What follows belongs to an exercise in optimizing a design on an open flow for small area; a production flow would make more cautious choices.
The RTL was checked by simulation tests, not by an equivalence proof against the original design.
Power figures rest on the tool's default switching activity, not on a simulated workload.

==> flow/design.v, too long to show whole: its modules and the start of the top module <==
// module tpm_data_buffer: 80 lines
// module tpm_row_dec: 29 lines
// module tpm_row_dec_en: 30 lines
// module tpm_and3: 7 lines
// module tpm_nand2: 8 lines
// module tpm_inv: 7 lines
// module tpm_nand3: 7 lines
// module tpm_nor2: 8 lines
// module tpm_buf_read: 16 lines
// module tpm_ao64: 20 lines
// module tpm_nand4: 7 lines
// module tpm_or6: 12 lines
// module tpm_aoi3: 8 lines
// module tpm_g_a2111o_1: 11 lines
// module tpm_g_a211o_1: 10 lines
// module tpm_g_a221o_1: 11 lines
// module tpm_g_a222oi_1: 12 lines
// module tpm_g_a311oi_1: 11 lines
// module tpm_g_a31oi_1: 10 lines
// module tpm_g_and2_0: 8 lines
// module tpm_g_and3_1: 9 lines
// module tpm_g_and3b_1: 9 lines
// module tpm_g_inv_1: 7 lines
// module tpm_g_nand2_1: 8 lines
// module tpm_g_nand2b_1: 8 lines
// module tpm_g_nand3_1: 9 lines
// module tpm_g_nand4_1: 10 lines
// module tpm_g_nor2_1: 8 lines
// module tpm_g_o211a_1: 10 lines
// module tpm_g_o21ai_0: 9 lines
// module tpm_g_o221a_1: 11 lines
// module tpm_g_o22a_1: 10 lines
// module tpm_g_o22ai_1: 10 lines
// module tpm_g_o311ai_0: 11 lines
// module tpm_g_or2_0: 8 lines
// module tpm_g_or3_1: 9 lines
// module tpm_g_or4_1: 10 lines
// module tpm_fifo_top: 806 lines
module tpm_fifo_top(clock, reset_n, req_i, we_i, addr_i, wdata_i, rdata_o, cmd_rd_addr_i, cmd_byte_o, rsp_we_i, rsp_byte_i, exec_start_o, exec_done_i, pirq_n_o, locality_o);
  // ...
==> flow/flow/run.sh <==
#!/bin/bash
# Standard ORFS layout (the standard.sh, standard synthesis unchanged) with
# layout-only settings: small port buffers, a clock tree of clkbuf_8 (clusters of 18 sinks) without
# dummy loads, no footprint-locked resizing, plain (not timing-driven) global
# placement. make's output goes to standard.log; each ORFS step keeps its own
# log under orfs/logs.
set -euo pipefail
bash standard.sh \
	"BUFFER_PORTS_ARGS=-buffer_cell sky130_fd_sc_hd__buf_1" \
	"MATCH_CELL_FOOTPRINT=0" \
	"GPL_TIMING_DRIVEN=0" \
	"CTS_ARGS=-sink_clustering_enable -repair_clock_nets -dont_use_dummy_load -buf_list sky130_fd_sc_hd__clkbuf_8 -sink_clustering_size 18 -sink_clustering_max_diameter 70" \
	finish > standard.log 2>&1
==> flow/standard.sh <==
#!/bin/bash
# synth_recipe.tcl (not shown) runs the flow's synth.tcl, then flattens the netlist and writes it again
# the make line also repeats each setting of config.mk as NAME=value (left out here)
make -C /OpenROAD-flow-scripts/flow DESIGN_CONFIG=/design/flow/config.mk WORK_HOME=/design/flow/orfs CLKGATE_MAP_FILE= SYNTH_SCRIPT=/design/flow/synth_recipe.tcl "${@:-finish}"
==> flow/config.mk <==
export PLATFORM = sky130hd
export DESIGN_NAME = tpm_fifo_top
export DESIGN_NICKNAME = tpm_fifo_top
export VERILOG_FILES = /design/flow/design.v
export SDC_FILE = /design/flow/constraint.sdc
export NUM_CORES = 4
export LEC_CHECK = 0
export CAP_MARGIN = 10
export CORE_MARGIN = 2
export CORE_UTILIZATION = 45
export SETUP_SLACK_MARGIN = 0.2
export SLEW_MARGIN = 10
export SYNTH_HIERARCHICAL = 1
==> flow/constraint.sdc <==
create_clock -name core_clock -period 5.0 [get_ports {clock}]
set_input_delay 1.0000 -clock core_clock [delete_from_list [all_inputs] [get_ports {clock}]]
set_output_delay 1.0000 -clock core_clock [all_outputs]
set_load 0.01 [all_outputs]
==> run summary, run 1 <==
fraction of area in multi-input gates 0.169; Repair and plain buffers 103; routed wl met2 roughly 44 mm; DR top layer met4; Synth top area share 0.775; final setup violation count 0; I/O Buffers 66; slowest cell delay on critical path around 510 ps; H-tree depth 3; final-layout clock buffer total 71; sw power 2.78 mW; comb pwr between 200 and 300 uW; Tap Count 1,155; YS warnings 10; most used routing layer met2; routability cong. around 0.91; Syn Nets 2,301; ys flop type edfxtp_1; pwr dens around 320 nW/um2; mapped cell area 39,700 um2; total clock sinks between 1,000 and 1,500; clock buffer depth 3; multi-input logic area a little over 7000 um2; Worst Setup Start Kind primary input; Syn Inst Count about 2,200; Seq/Total Area, Yosys 0.808; R2R Path Start r_loc_change; Int Pwr between 10 and 15 mW; Synth Area in XOR/XNOR 0.00176; core area 87,200 um2; sw frac 0.200; Flop pwr share 0.703; outcome no timing/DRC/antenna violations; GR Layer Usage met1 0.300; hold_ws 208 ps
==> run 2: changes to the inputs <==
--- a/flow/config.mk
+++ b/flow/config.mk
@@ -7,7 +7,7 @@
 export LEC_CHECK = 0
 export CAP_MARGIN = 10
 export CORE_MARGIN = 2
-export CORE_UTILIZATION = 45
+export CORE_UTILIZATION = 55
 export SETUP_SLACK_MARGIN = 0.2
 export SLEW_MARGIN = 10
 export SYNTH_HIERARCHICAL = 1
==> run summary, run 2 <==
Synth top area share 0.775 (unchanged); number of max-cap violations 0; DRC 0; required time of the critical path 4000 ps; sw power 2.76 mW (-0.85%); total congestion overflow 0; simple-gate portion of the synthesized area 0.0736; ranking of synthesized cells by area edfxtp_1, a222oi_1, dfrtp_1; R2R depth 12; largest family of logic cells by synthesized area compound AO/OA/AOI/OAI gates; Syn Inst Count 2,242 (unchanged); Post-Synth Adder-Cell Area 0.00492; most frequent cell after synthesis edfxtp_1; H-tree depth 3 (unchanged); Slew Viols, Final 0; total clock sinks 1,077 (unchanged); Die Ht 273 um; Flop pwr share 0.704 (about the same); Vias/cell between 6 and 7; Final WS setup 263 ps; First DRT Iteration DRCs 3,932; Vias 22,900; Slew HR 0.352; pwr dens 326 nW/um2 (+0.50%); CTS buffer count 71; unrepaired setup endpoints after global routing no; Comb power frac 0.020; I/O Buffers 66 (unchanged); IO Count 67; crit path DAT between 3000 and 4000 ps; Worst Hold Class in2async; nets@finish 2,466; clk slew on worst S/H paths around 110 ps; sw frac 0.199 (-0.00137); mux contribution to synthesized area 0.000252; Max Fanout on Critical Path 8; R2R Path Start r_loc_change; Syn Area/Cell 17.7 um2; EDFF count, synth approximately 1,000; Syn Nets 2,301 (unchanged); Tcrit/Tclk final 0.947; Root Buffer clkbuf_8; clock buffer depth 3 (unchanged); critical path endpoint category primary output; Routed Antenna Nets 0; drt pass-1 iters 10; row count between 90 and 100; Hold Violations, Final 0; Die Wd 273 um; outcome no timing/DRC/antenna violations; die area 74,300 um2; commonest non-fill, non-tap cell in the layout edfxtp_1; initial antenna violation count 3; mapped cell area 39,700 um2 (unchanged); post-synthesis async set-or-reset flop share 0.0474; CP Class in2out; Final HPWL DP 62.3 mm; Seq cells post-synth ~1,100; source-to-sink clock delay at the later pin of the worst-skew pair about 680 ps; routability cong. 0.896 (-1.9%); YS warnings 10 (unchanged); largest net degree at the start of global routing 45; Post-CTS Hold Buffers 0; Synth Area in Compound Gates 0.101; DRT Wirelength 93.1 mm; Slew @ Worst Pin 968 ps; layout cells sized above 1 0.0574; ys flop type edfxtp_1; synth cell count leaders edfxtp_1, a222oi_1, nor2_1; total track usage 0.248; Top Registers i_tpm_data_buffer.cmd_mem (512), i_tpm_data_buffer.rsp_mem (512); per-cell routed wire length 27.7 um; most frequent cells in the layout edfxtp_1, a222oi_1, nor2_1; dominant cell type by area after synthesis edfxtp_1; Seq/Total Area, Yosys 0.808 (unchanged); Starting Density 0.555; leakage power total 13.2 nW; Worst Setup Start Kind primary input; CTS tree yes; Fill cells around 5,300; Place WS -24.1 ps; unique cell type count in the Yosys netlist 51; f_max 211 MHz; Worst IR Drop VDD about 0.22 mV; final setup violation count 0 (unchanged); vias in the first global route 22,400; Clk pwr share 0.276; area grow syn2layout 7.50%; first-pass GRT wire length about 140 mm; r2r setup slk 870 ps; worst reg2reg endpoint i_tpm_data_buffer.cmd_mem[52][0]; Int Pwr 11.1 mW (about the same); Clock Skews 64.9 ps; Synth Area in XOR/XNOR 0.00176 (unchanged); Post-Route Utilization 0.597; core area 71,500 um2 (-18%); minimum clock period 4740 ps
-- run 2: cell counts after synthesis --
No cell type changed its count.
-- run 2: power by group through the flow --
stage | Combinational [mW] | Sequential (mW) | Clock [mW]
2_1_floorplan | 0.0871 | 9.99 | 0
3_3_place_gp | 0.248 | 10.0 | 0
3_5_place_dp | 0.274 | 9.99 | 0
4_1_cts | 0.274 | 9.78 | 3.96
5_1_grt | 0.295 | 9.78 | 4.26
6_report | 0.276 | 9.78 | 3.83
-- run 2: worst max-delay path, cell delays in order --
cell      delay (ps)
buf_1            210
inv_1            130
nand3_1          580
nor2_1           340
a222oi_1         570
nand4_1          250
nor2_1           310
nand3_1          170
buf_1            160
-- run 2: routing by layer --
| layer | GRT usage | routed length (um) | vias up |
|---|---|---|---|
| li1 | - | - | 9948 |
| met1 | 0.350 | 38400 | 11700 |
| met2 | 0.401 | 44800 | 1058 |
| met3 | 0.0363 | 7110 | 152 |
| met4 | 0.0850 | 2810 | 2 |
| met5 | 0 | 12 | - |
-- run 2: through the flow --
stage          total power [mW]  setup TNS, ps  hold slack, ps  cell area [um2]  std cells
6_report                   13.9              0             257            42700       3357
5_1_grt                    14.3              0             246            42700       3356
4_1_cts                    14.0              0             211            42700       3355
3_5_place_dp               10.3           -429             384            41700       3284
3_3_place_gp               10.2       -4310650             382            41100       3258
2_1_floorplan              10.1       -2433060             376            39700       2242
-- run 2: kinds of logic (layout without fill, tap and decap cells) --
kind of cell    count (synthesis)  after routing
xor+xnor                        8              8
fa+ha+maj                      15             15
other cells                     0              2
mux                             1              1
simple gates                  604            604
buf+inv                        98            261
flops                        1077           1077
compound gates                439            439
-- run 2: how the worst max path moves through the flow --
stage / startpoint / endpoint / slack (ps) / cells past startpoint
floorplan: rsp_we_i / i_tpm_data_buffer.rsp_top[1] / -5080 / 4
detailed placement: addr_i[10] / i_tpm_data_buffer.cmd_mem[34][7] / -20 / 11
finish: cmd_rd_addr_i[2] / cmd_byte_o[7] / 260 / 9
global route: cmd_rd_addr_i[1] / cmd_byte_o[3] / 210 / 9
CTS: cmd_rd_addr_i[0] / cmd_byte_o[6] / 250 / 9
global placement: rsp_we_i / i_tpm_data_buffer.rsp_top[1] / -8020 / 5
-- run 2: cell type report --
type	count	area (um2)	area share
antenna	2	5.00	0.000117
buffer	10	67.6	0.00158
clock buffer	71	977	0.0229
inverter	88	334	0.00783
multi-input combinational	1067	7230	0.169
sequential	1077	32100	0.752
tap	950	1190	0.0279
timing repair buffer	92	792	0.0186
-- run 2: repair_timing --
item / CTS / global route
endpoints found under the hold margin: 0 / 0
gates resized for setup: 0 / 2
setup buffers: 0 / 0
endpoints found under the setup margin: 0 / 7
-- run 2: Yosys stat by module (local to each module, per instance), a selection --
module	cells	area [um2]	flops+latches	copies in the design
tpm_g_a31oi_1	1	6.26	0	6
tpm_g_o211a_1	1	10.0	0	3
tpm_g_a2111o_1	1	11.3	0	1
tpm_g_a221o_1	1	10.0	0	1
tpm_g_and2_0	1	6.26	0	3
tpm_g_or3_1	1	6.26	0	2
tpm_inv	1	3.75	0	18

[what the ideal ports hide]
The flow's constraints put no driver on any port. The routed layouts listed below were extracted and timed again, unchanged, in two steps.
Step 1 sets driving cells, clkbuf_16 on the clock port and buf_2 on the other inputs (assumed; they add their load-dependent delay and slew).
Step 2 adds t to the input delays and takes it off the output delays; t is the mean of the earliest and latest rising clock arrival at the registers after step 1. Input paths then give back, and output paths get back, about the clock's delay inside the block.
Three values: ideal ports, drivers, drivers and shift; two values: the first two.
| run | t, ns | slack for setup (ns) | clock arrival spread, ns | worst data-port slew with drivers (ns) |
|---|---|---|---|---|
| run 1 | 0.712 | 0.221 / 0.189 / -0.184 | 0.133 / 0.133 | 0.11 |
| run 2 | 0.723 | 0.263 / 0.240 / -0.112 | 0.080 / 0.080 | 0.08 |
With both steps, setup timing fails in run 1 and run 2, where it was met with ideal ports. The setup slack of run 1, which loses most, moves by -0.032 ns with the drivers and by -0.405 ns with both steps.
